Source: an optimization exercise on an open RTL-to-GDS flow (aim: small area, a short achievable clock period and few clock cycles per item). Production flows keep margins and buffers that such runs may drop. Only simulation tests tie the RTL to the original design; equivalence was not proved.

--- flow/design.v ---
package rfa_pkg;
    localparam int OPERAND_BITS = 16;
    localparam int FIELD_BITS   = 16;
    localparam int OP_W         = (OPERAND_BITS < FIELD_BITS) ? OPERAND_BITS : FIELD_BITS;
    localparam int NORM_W      = OP_W + 1;
    localparam int PROD_W      = 2 * OP_W;
    localparam int SUM_W       = PROD_W + 1;
    localparam int MAG_W       = PROD_W;
    localparam int GCD_SHIFT_W = $clog2(MAG_W + 1);
    localparam int DIV_CNT_W   = $clog2(MAG_W);
    localparam int OPC_W = 3;
    localparam int NUM_W = 33;
    localparam int DEN_W = 31;
    localparam logic [OPC_W-1:0] OP_ADD = 3'd0;
    localparam logic [OPC_W-1:0] OP_SUB = 3'd1;
    localparam logic [OPC_W-1:0] OP_MUL = 3'd2;
    localparam logic [OPC_W-1:0] OP_DIV = 3'd3;
    localparam logic [OPC_W-1:0] OP_CMP = 3'd4;
    typedef struct packed {
        logic [OPC_W-1:0]             operation;
        logic signed [FIELD_BITS-1:0] num_a;
        logic signed [FIELD_BITS-1:0] den_a;
        logic signed [FIELD_BITS-1:0] num_b;
        logic signed [FIELD_BITS-1:0] den_b;
    } in_item_t;
    typedef struct packed {
        logic signed [NUM_W-1:0] res_num;
        logic [DEN_W-1:0]        res_den;
        logic                    is_less;
        logic                    is_equal;
        logic                    fault;
    } out_item_t;
    typedef enum logic [1:0] {
        MUL_P0,
        MUL_P1,
        MUL_P2
    } mul_sel_t;
    typedef struct packed {
        logic     load;
        logic     mul_en;
        mul_sel_t mul_sel;
        logic     combine;
        logic     prep;
        logic     gcd_step;
        logic     div_init;
        logic     div_step;
        logic     finish;
    } dp_cmd_t;
    typedef struct packed {
        logic fault;
        logic is_cmp;
        logic gcd_done;
        logic div_last;
    } dp_status_t;
endpackage
module rfa_ctrl (
    input  logic                clk,
    input  logic                rst_n,
    input  logic                in_valid,
    output logic                in_stall,
    output logic                out_valid,
    input  logic                out_stall,
    input  rfa_pkg::dp_status_t status,
    output rfa_pkg::dp_cmd_t    cmd
);
    typedef enum logic [3:0] {
        S_IDLE,
        S_MUL0,
        S_MUL1,
        S_MUL2,
        S_COMB,
        S_PREP,
        S_GCD,
        S_DIV,
        S_OUT
    } state_t;
    state_t state_reg;
    state_t state_next;
    logic   out_valid_reg;
    logic   out_valid_next;
    always_comb
    begin
        cmd        = '0;
        state_next = state_reg;
        unique case (state_reg)
            S_IDLE:
            begin
                if (in_valid)
                begin
                    cmd.load   = 1'b1;
                    state_next = S_MUL0;
                end
            end
            S_MUL0:
            begin
                cmd.mul_en  = 1'b1;
                cmd.mul_sel = rfa_pkg::MUL_P0;
                state_next  = status.fault ? S_OUT : S_MUL1;
            end
            S_MUL1:
            begin
                cmd.mul_en  = 1'b1;
                cmd.mul_sel = rfa_pkg::MUL_P1;
                state_next  = S_MUL2;
            end
            S_MUL2:
            begin
                cmd.mul_en  = 1'b1;
                cmd.mul_sel = rfa_pkg::MUL_P2;
                state_next  = S_COMB;
            end
            S_COMB:
            begin
                cmd.combine = 1'b1;
                state_next  = status.is_cmp ? S_OUT : S_PREP;
            end
            S_PREP:
            begin
                cmd.prep   = 1'b1;
                state_next = S_GCD;
            end
            S_GCD:
            begin
                if (status.gcd_done)
                begin
                    cmd.div_init = 1'b1;
                    state_next   = S_DIV;
                end
                else
                begin
                    cmd.gcd_step = 1'b1;
                end
            end
            S_DIV:
            begin
                cmd.div_step = 1'b1;
                if (status.div_last)
                begin
                    state_next = S_OUT;
                end
            end
            S_OUT:
            begin
                if (!out_valid_reg || !out_stall)
                begin
                    cmd.finish = 1'b1;
                    state_next = S_IDLE;
                end
            end
            default:
            begin
                state_next = S_IDLE;
            end
        endcase
    end
    always_comb
    begin
        if (cmd.finish)
        begin
            out_valid_next = 1'b1;
        end
        else if (out_valid_reg && !out_stall)
        begin
            out_valid_next = 1'b0;
        end
        else
        begin
            out_valid_next = out_valid_reg;
        end
    end
    always_ff @(posedge clk or negedge rst_n)
    begin
        if (!rst_n)
        begin
            state_reg     <= S_IDLE;
            out_valid_reg <= 1'b0;
        end
        else
        begin
            state_reg     <= state_next;
            out_valid_reg <= out_valid_next;
        end
    end
    assign in_stall  = (state_reg != S_IDLE);
    assign out_valid = out_valid_reg;
endmodule
module rfa_datapath (
    input  logic                clk,
    input  rfa_pkg::in_item_t   in_data,
    input  rfa_pkg::dp_cmd_t    cmd,
    output rfa_pkg::dp_status_t status,
    output rfa_pkg::out_item_t  result
);
    localparam int NORM_W      = rfa_pkg::NORM_W;
    localparam int PROD_W      = rfa_pkg::PROD_W;
    localparam int SUM_W       = rfa_pkg::SUM_W;
    localparam int MAG_W       = rfa_pkg::MAG_W;
    localparam int OP_W        = rfa_pkg::OP_W;
    localparam int GCD_SHIFT_W = rfa_pkg::GCD_SHIFT_W;
    localparam int DIV_CNT_W   = rfa_pkg::DIV_CNT_W;
    logic [rfa_pkg::OPC_W-1:0] op_reg;
    logic                      fault_reg;
    logic signed [NORM_W-1:0]  na_reg, da_reg, nb_reg, db_reg;
    logic signed [PROD_W-1:0]  p0_reg, p1_reg, p2_reg;
    logic signed [SUM_W-1:0]   rn_reg, rd_reg;
    logic                      neg_reg;
    logic                      less_reg, equal_reg;
    logic [MAG_W-1:0]          u_reg, v_reg;
    logic [GCD_SHIFT_W-1:0]    k_reg;
    logic [MAG_W-1:0]          div_reg;
    logic [MAG_W-1:0]          qn_reg, qd_reg;
    logic [MAG_W-1:0]          remn_reg, remd_reg;
    logic [DIV_CNT_W-1:0]      cnt_reg;
    rfa_pkg::out_item_t        result_reg;
    logic signed [NORM_W-1:0]   na_in, da_in, nb_in, db_in;
    logic                       fault_in;
    logic signed [NORM_W-1:0]   mul_a, mul_b;
    logic signed [2*NORM_W-1:0] mul_full;
    logic signed [PROD_W-1:0]   mul_prod;
    logic signed [SUM_W-1:0]    p0_ext, p1_ext, p2_ext;
    logic signed [SUM_W-1:0]    rn_comb, rd_comb;
    logic signed [SUM_W-1:0]    rn_fix, rd_fix, rn_abs;
    logic [MAG_W:0]             remn_sh, remd_sh, div_ext;
    logic                       qn_bit, qd_bit;
    logic signed [SUM_W-1:0]    qn_signed;
    rfa_pkg::out_item_t         result_next;
    always_comb
    begin
        na_in = NORM_W'(signed'(in_data.num_a[OP_W-1:0]));
        da_in = NORM_W'(signed'(in_data.den_a[OP_W-1:0]));
        nb_in = NORM_W'(signed'(in_data.num_b[OP_W-1:0]));
        db_in = NORM_W'(signed'(in_data.den_b[OP_W-1:0]));
        fault_in = (da_in == '0) || (db_in == '0) || (in_data.operation > rfa_pkg::OP_CMP)
                   || ((in_data.operation == rfa_pkg::OP_DIV) && (nb_in == '0));
    end
    always_comb
    begin
        unique case (cmd.mul_sel)
            rfa_pkg::MUL_P0:
            begin
                mul_a = na_reg;
                mul_b = (op_reg == rfa_pkg::OP_MUL) ? nb_reg : db_reg;
            end
            rfa_pkg::MUL_P1:
            begin
                mul_a = da_reg;
                mul_b = (op_reg == rfa_pkg::OP_MUL) ? db_reg : nb_reg;
            end
            default:
            begin
                mul_a = da_reg;
                mul_b = db_reg;
            end
        endcase
        mul_full = mul_a * mul_b;
        mul_prod = mul_full[PROD_W-1:0];
    end
    always_comb
    begin
        p0_ext = SUM_W'(p0_reg);
        p1_ext = SUM_W'(p1_reg);
        p2_ext = SUM_W'(p2_reg);
        unique case (op_reg)
            rfa_pkg::OP_ADD:
            begin
                rn_comb = p0_ext + p1_ext;
                rd_comb = p2_ext;
            end
            rfa_pkg::OP_SUB:
            begin
                rn_comb = p0_ext - p1_ext;
                rd_comb = p2_ext;
            end
            default:
            begin
                rn_comb = p0_ext;
                rd_comb = p1_ext;
            end
        endcase
    end
    always_comb
    begin
        rn_fix = (rd_reg < 0) ? -rn_reg : rn_reg;
        rd_fix = (rd_reg < 0) ? -rd_reg : rd_reg;
        rn_abs = (rn_fix < 0) ? -rn_fix : rn_fix;
    end
    always_comb
    begin
        div_ext = {1'b0, div_reg};
        remn_sh = {remn_reg, qn_reg[MAG_W-1]};
        remd_sh = {remd_reg, qd_reg[MAG_W-1]};
        qn_bit  = (remn_sh >= div_ext);
        qd_bit  = (remd_sh >= div_ext);
    end
    always_comb
    begin
        result_next = '0;
        qn_signed   = signed'(SUM_W'(qn_reg));
        if (fault_reg)
        begin
            result_next.fault = 1'b1;
        end
        else if (op_reg == rfa_pkg::OP_CMP)
        begin
            result_next.is_less  = less_reg;
            result_next.is_equal = equal_reg;
        end
        else
        begin
            result_next.res_num = rfa_pkg::NUM_W'(neg_reg ? -qn_signed : qn_signed);
            result_next.res_den = rfa_pkg::DEN_W'(qd_reg);
        end
    end
    always_ff @(posedge clk)
    begin
        if (cmd.load)
        begin
            op_reg    <= in_data.operation;
            fault_reg <= fault_in;
            na_reg    <= (da_in < 0) ? -na_in : na_in;
            da_reg    <= (da_in < 0) ? -da_in : da_in;
            nb_reg    <= (db_in < 0) ? -nb_in : nb_in;
            db_reg    <= (db_in < 0) ? -db_in : db_in;
        end
        if (cmd.mul_en)
        begin
            unique case (cmd.mul_sel)
                rfa_pkg::MUL_P0: p0_reg <= mul_prod;
                rfa_pkg::MUL_P1: p1_reg <= mul_prod;
                default:         p2_reg <= mul_prod;
            endcase
        end
        if (cmd.combine)
        begin
            rn_reg    <= rn_comb;
            rd_reg    <= rd_comb;
            less_reg  <= (p0_reg < p1_reg);
            equal_reg <= (p0_reg == p1_reg);
        end
        if (cmd.prep)
        begin
            neg_reg <= (rn_fix < 0);
            qn_reg  <= MAG_W'(rn_abs);
            qd_reg  <= MAG_W'(rd_fix);
            u_reg   <= MAG_W'(rn_abs);
            v_reg   <= MAG_W'(rd_fix);
            k_reg   <= '0;
        end
        else if (cmd.gcd_step)
        begin
            priority if (!u_reg[0] && !v_reg[0])
            begin
                u_reg <= u_reg >> 1;
                v_reg <= v_reg >> 1;
                k_reg <= k_reg + 1'b1;
            end
            else if (!u_reg[0])
            begin
                u_reg <= u_reg >> 1;
            end
            else if (!v_reg[0])
            begin
                v_reg <= v_reg >> 1;
            end
            else if (u_reg >= v_reg)
            begin
                u_reg <= u_reg - v_reg;
            end
            else
            begin
                v_reg <= v_reg - u_reg;
            end
        end
        if (cmd.div_init)
        begin
            div_reg  <= v_reg << k_reg;
            remn_reg <= '0;
            remd_reg <= '0;
            cnt_reg  <= DIV_CNT_W'(MAG_W - 1);
        end
        else if (cmd.div_step)
        begin
            remn_reg <= MAG_W'(qn_bit ? (remn_sh - div_ext) : remn_sh);
            remd_reg <= MAG_W'(qd_bit ? (remd_sh - div_ext) : remd_sh);
            qn_reg   <= {qn_reg[MAG_W-2:0], qn_bit};
            qd_reg   <= {qd_reg[MAG_W-2:0], qd_bit};
            cnt_reg  <= cnt_reg - 1'b1;
        end
        if (cmd.finish)
        begin
            result_reg <= result_next;
        end
    end
    assign status.fault    = fault_reg;
    assign status.is_cmp   = (op_reg == rfa_pkg::OP_CMP);
    assign status.gcd_done = (u_reg == '0);
    assign status.div_last = (cnt_reg == '0);
    assign result          = result_reg;
endmodule
module rational_fraction_alu (
    input  logic        clk,
    input  logic        rst_n,
    input  logic        in_valid,
    output logic        in_stall,
    input  logic [2:0]  in_op,
    input  logic [15:0] in_num_a,
    input  logic [15:0] in_den_a,
    input  logic [15:0] in_num_b,
    input  logic [15:0] in_den_b,
    output logic        out_valid,
    input  logic        out_stall,
    output logic [32:0] out_num,
    output logic [30:0] out_den,
    output logic        out_less,
    output logic        out_equal,
    output logic        out_fault
);
    rfa_pkg::dp_cmd_t    cmd;
    rfa_pkg::dp_status_t status;
    rfa_pkg::in_item_t   in_data;
    rfa_pkg::out_item_t  out_data;
    assign in_data.operation = in_op;
    assign in_data.num_a     = in_num_a;
    assign in_data.den_a     = in_den_a;
    assign in_data.num_b     = in_num_b;
    assign in_data.den_b     = in_den_b;
    assign out_num   = out_data.res_num;
    assign out_den   = out_data.res_den;
    assign out_less  = out_data.is_less;
    assign out_equal = out_data.is_equal;
    assign out_fault = out_data.fault;
    rfa_ctrl u_ctrl (
        .clk       (clk),
        .rst_n     (rst_n),
        .in_valid  (in_valid),
        .in_stall  (in_stall),
        .out_valid (out_valid),
        .out_stall (out_stall),
        .status    (status),
        .cmd       (cmd)
    );
    rfa_datapath u_datapath (
        .clk     (clk),
        .in_data (in_data),
        .cmd     (cmd),
        .status  (status),
        .result  (out_data)
    );
endmodule
--- flow/run.sh ---
#!/bin/bash
# synth_recipe.tcl (not shown) runs the flow's synth.tcl, then flattens the netlist and writes it again
# the make line also repeats each setting of config.mk as NAME=value (left out here)
make -C /OpenROAD-flow-scripts/flow DESIGN_CONFIG=/design/flow/config.mk WORK_HOME=/design/flow/orfs CLKGATE_MAP_FILE= SYNTH_SCRIPT=/design/flow/synth_recipe.tcl finish
--- flow/config.mk ---
export PLATFORM = sky130hd
export DESIGN_NAME = rational_fraction_alu
export DESIGN_NICKNAME = rational_fraction_alu
export VERILOG_FILES = /design/flow/design.v
export SDC_FILE = /design/flow/constraint.sdc
export NUM_CORES = 4
export LEC_CHECK = 0
export CAP_MARGIN = 20
export CORE_MARGIN = 2
export CORE_UTILIZATION = 40
export PLACE_DENSITY = 0.6
export SLEW_MARGIN = 20
--- flow/constraint.sdc ---
create_clock -name core_clock -period 10.0 [get_ports {clk}]
set_input_delay 2.0000 -clock core_clock [delete_from_list [all_inputs] [get_ports {clk}]]
set_output_delay 2.0000 -clock core_clock [all_outputs]
set_load 0.01 [all_outputs]
==> reports/qor.txt <==
Synth async-reset ratio -> 0.921%
Setup-failing EPs final -> 0
DR iter-0 viols -> 2658
synthesized instance count -> 5135
clk slew on worst S/H paths -> 0.06 ns
largest net degree at the start of global routing -> 89
Post-Synthesis Net Count -> 5781
top-area cell type share of the netlist area -> 25.8%
max-slew violations -> 0
DR vias -> 37654
CTS H-tree lvls -> 3
CTS tree -> yes
top sig layer -> met5
final RePlAce weighted congestion -> 0.969
routed wl met2 -> 71.1 mm
Max clock buf depth -> 3
Critical Path AT -> 9.01 ns
synthesized cell area -> 0.0465 mm2
most frequent cell after synthesis -> nand2_1
clock latency on the worst-skew pair -> 0.67 ns
NumNets Final -> 5822
synthesized flop and latch total -> 543
Final period util -> 86.5%
GR Util All Layers -> 24.1%
CTS Buf Count -> 71
critical path's largest stage delay -> 0.75 ns
layout cells sized above 1 -> 5.33%
Hold Crit Class -> reg -> reg
Yosys warnings -> 2
relative max-transition margin -> 25.8%
placed insts -> 6626
Post-synth EDFFs -> 399
crit path max-delay cell type -> mux2i_1
outcome -> finished clean
largest cells by area after synthesis -> edfxtp_1, fa_1, ha_1, dfxtp_1, nand2_1
full die area -> 0.119 mm2
global-route wire length before repair -> 220 mm
antenna violations before repair -> 2
Vias/cell -> 5.57
Setup Fix Bufs, Post-CTS -> 0
initial core utilization -> 40.2%
CP required -> 10.36 ns
Area Growth Syn to Fin -> 11.7%
# DRC -> 0
most frequent CP cell -> fa_1
Port-buffer cells -> 139
Synth Flop Type -> edfxtp_1
CTS Hold Buffers Added -> 0
Least-Margin Pin Slew -> 1.11 ns
Die Ht -> 345 um
Overflow after GRT -> 0
Setup crit end kind -> flop
final hold vios -> 0
Synth cell types -> 88
CORE AREA -> 0.116 mm2
CTS Sinks -> 543
fin util -> 44.9%
critical path type -> reg -> reg
root buffer cell -> clkbuf_16
post-synthesis sequential area ratio -> 32.0%
maximum fanout along the worst path -> 26
vias in the first global route -> 37156
Routed Antenna Nets -> 0
Fin Setup TNS -> 0 ns
Max Clk Rate -> 116 MHz
drt wl/cell -> 21.2 um
max_cap viols -> 0
met3 wire length -> 6.62 mm
worst hold slack -> 0.465 ns
min cycle time layout -> 8.65 ns
Post-DP HPWL -> 114 mm
unrepaired setup endpoints after global routing -> false
type of origin of the critical path -> flop
WL final -> 143 mm
max FFs per register -> 67
area leader, netlist -> edfxtp_1
detailed-route wire length on metal 1 -> 57.6 mm
Fillers -> 11251
skew final -> 0.0423 ns
Post-Layout Cell Count -> 6757
I/O pin count -> 140
most frequent cells after synthesis -> nand2_1, inv_1, nor2_1
chip width -> 345 um
Initial DRT Pass Iterations -> 6
# resized after CTS -> 0
Core Rows -> 125
Avg Inst Size Synth -> 9.06 um2
[per-stage QoR]
stage / cell area [um2] / worst slack, ns
final: 51900 / 1.35
after global routing: 51900 / 0.736
after CTS: 51900 / 1.35
after detailed placement: 49500 / 1.39
after global placement: 49500 / 1.50
after floorplan: 46500 / 0.854
[cells by family after synthesis]
| group | Yosys count | share of synthesized area (%) |
|---|---|---|
| adder cells (fa/ha/maj) | 575 | 20.1 |
| AND/OR/NAND/NOR | 1561 | 15.1 |
| multiplexers | 123 | 3.35 |
| AO/OA/AOI/OAI | 1206 | 16.5 |
| flip-flops | 543 | 32.0 |
| XOR/XNOR | 357 | 6.74 |
| buffers and inverters | 770 | 6.25 |
[final timing paths]
kind / slack (ns) / cells past startpoint / from / end
hold reg to reg: 0.46 / 2 / u_datapath.qd_reg[1] / u_datapath.qd_reg[2]
min in group asynchronous: 1.58 / 1 / rst_n / u_ctrl.state_reg[1]
max in group asynchronous: 8.21 / 1 / rst_n / u_ctrl.state_reg[3]
hold / removal: 0.46 / 2 / u_datapath.qd_reg[1] / u_datapath.qd_reg[2]
setup / recovery: 1.35 / 25 / u_ctrl.state_reg[3] / u_datapath.p0_reg[31]
setup reg to reg: 1.35 / 25 / u_ctrl.state_reg[3] / u_datapath.p0_reg[31]
[worst max-delay path: cells and delay by family, from the launching register on]
| family | cells | cell delay [ns] |
|---|---|---|
| muxes | 2 | 1.15 |
| AOI/OAI and AO/OA | 6 | 1.69 |
| adders and majority gates | 7 | 2.94 |
| xor gates and xnor gates | 1 | 0.15 |
| and+or+nand+nor | 6 | 1.41 |
| buffers and inverters | 3 | 0.51 |
| DFF | 1 | 0.47 |
[layer usage]
metal	vias to the layer above	track usage, %
li1	17911	-
met1	18354	28.8
met2	1104	42.7
met3	283	2.87
met4	2	12.1
met5	-	0
[layout by cell type, fill, tap and decap left out, drive strengths merged, types with 22 or more instances in the layout]
cell type	Yosys	layout
nor3	69	69
o21a	36	36
xnor2	239	239
a21oi	312	312
nand3	75	75
nand2	570	570
o21bai	43	43
edfxtp	399	399
or4	31	31
a211oi	35	35
nor2b	31	31
nand4	35	35
or3	40	40
a221oi	43	43
clkbuf	207	83
o41ai	30	30
a21o	76	76
o31ai	89	89
xor2	118	118
dfxtp	139	139
clkdlybuf4s50	0	139
mux2i	77	77
o21ai	334	334
nor4	37	37
clkinv	2	32
inv	529	534
mux2	22	22
and2	49	49
buf	32	67
nand2b	42	42
fa	288	288
ha	287	287
nor2	513	513
mux4	24	24
a31oi	49	49
[area by class of cell]
type / instances / area [um2] / area share (%)
Sequential cell: 543 / 14900 / 28.7
Clock buffer: 82 / 1830 / 3.52
Clock inverter: 46 / 574 / 1.11
Antenna cell: 2 / 5.00 / 0.00964
Inverter: 531 / 2000 / 3.84
Timing Repair Buffer: 207 / 1900 / 3.66
Multi-Input combinational cell: 3822 / 28800 / 55.5
Tap cell: 1524 / 1910 / 3.67
Testbench counts, summed over its fixed seeds: cycles 297,076, items 4,800.

[re-timing with driven ports]
Ports are ideal in the flow. The routed layout listed here was re-timed in OpenROAD. Step 1, drivers: a clkbuf_16 drives clk and a buf_2 each remaining input, both assumed. Step 2 also shifts input and output timing later by t, the mid clock arrival at the registers, as if the neighbouring blocks saw the same clock. Slacks: ideal ports / drivers / drivers and shift; pairs: ideal ports / drivers.
t, ns: 0.720
slack for setup (ns): 1.354 / 1.354 / 1.354
slew at the worst register clock pin (ns): 0.07 / 0.07
worst slew at a driven data input, ns: 0.06
After both steps setup and hold are still met in this run. The setup slack of this run moves by 0.000 ns with the drivers and by 0.000 ns with both steps.
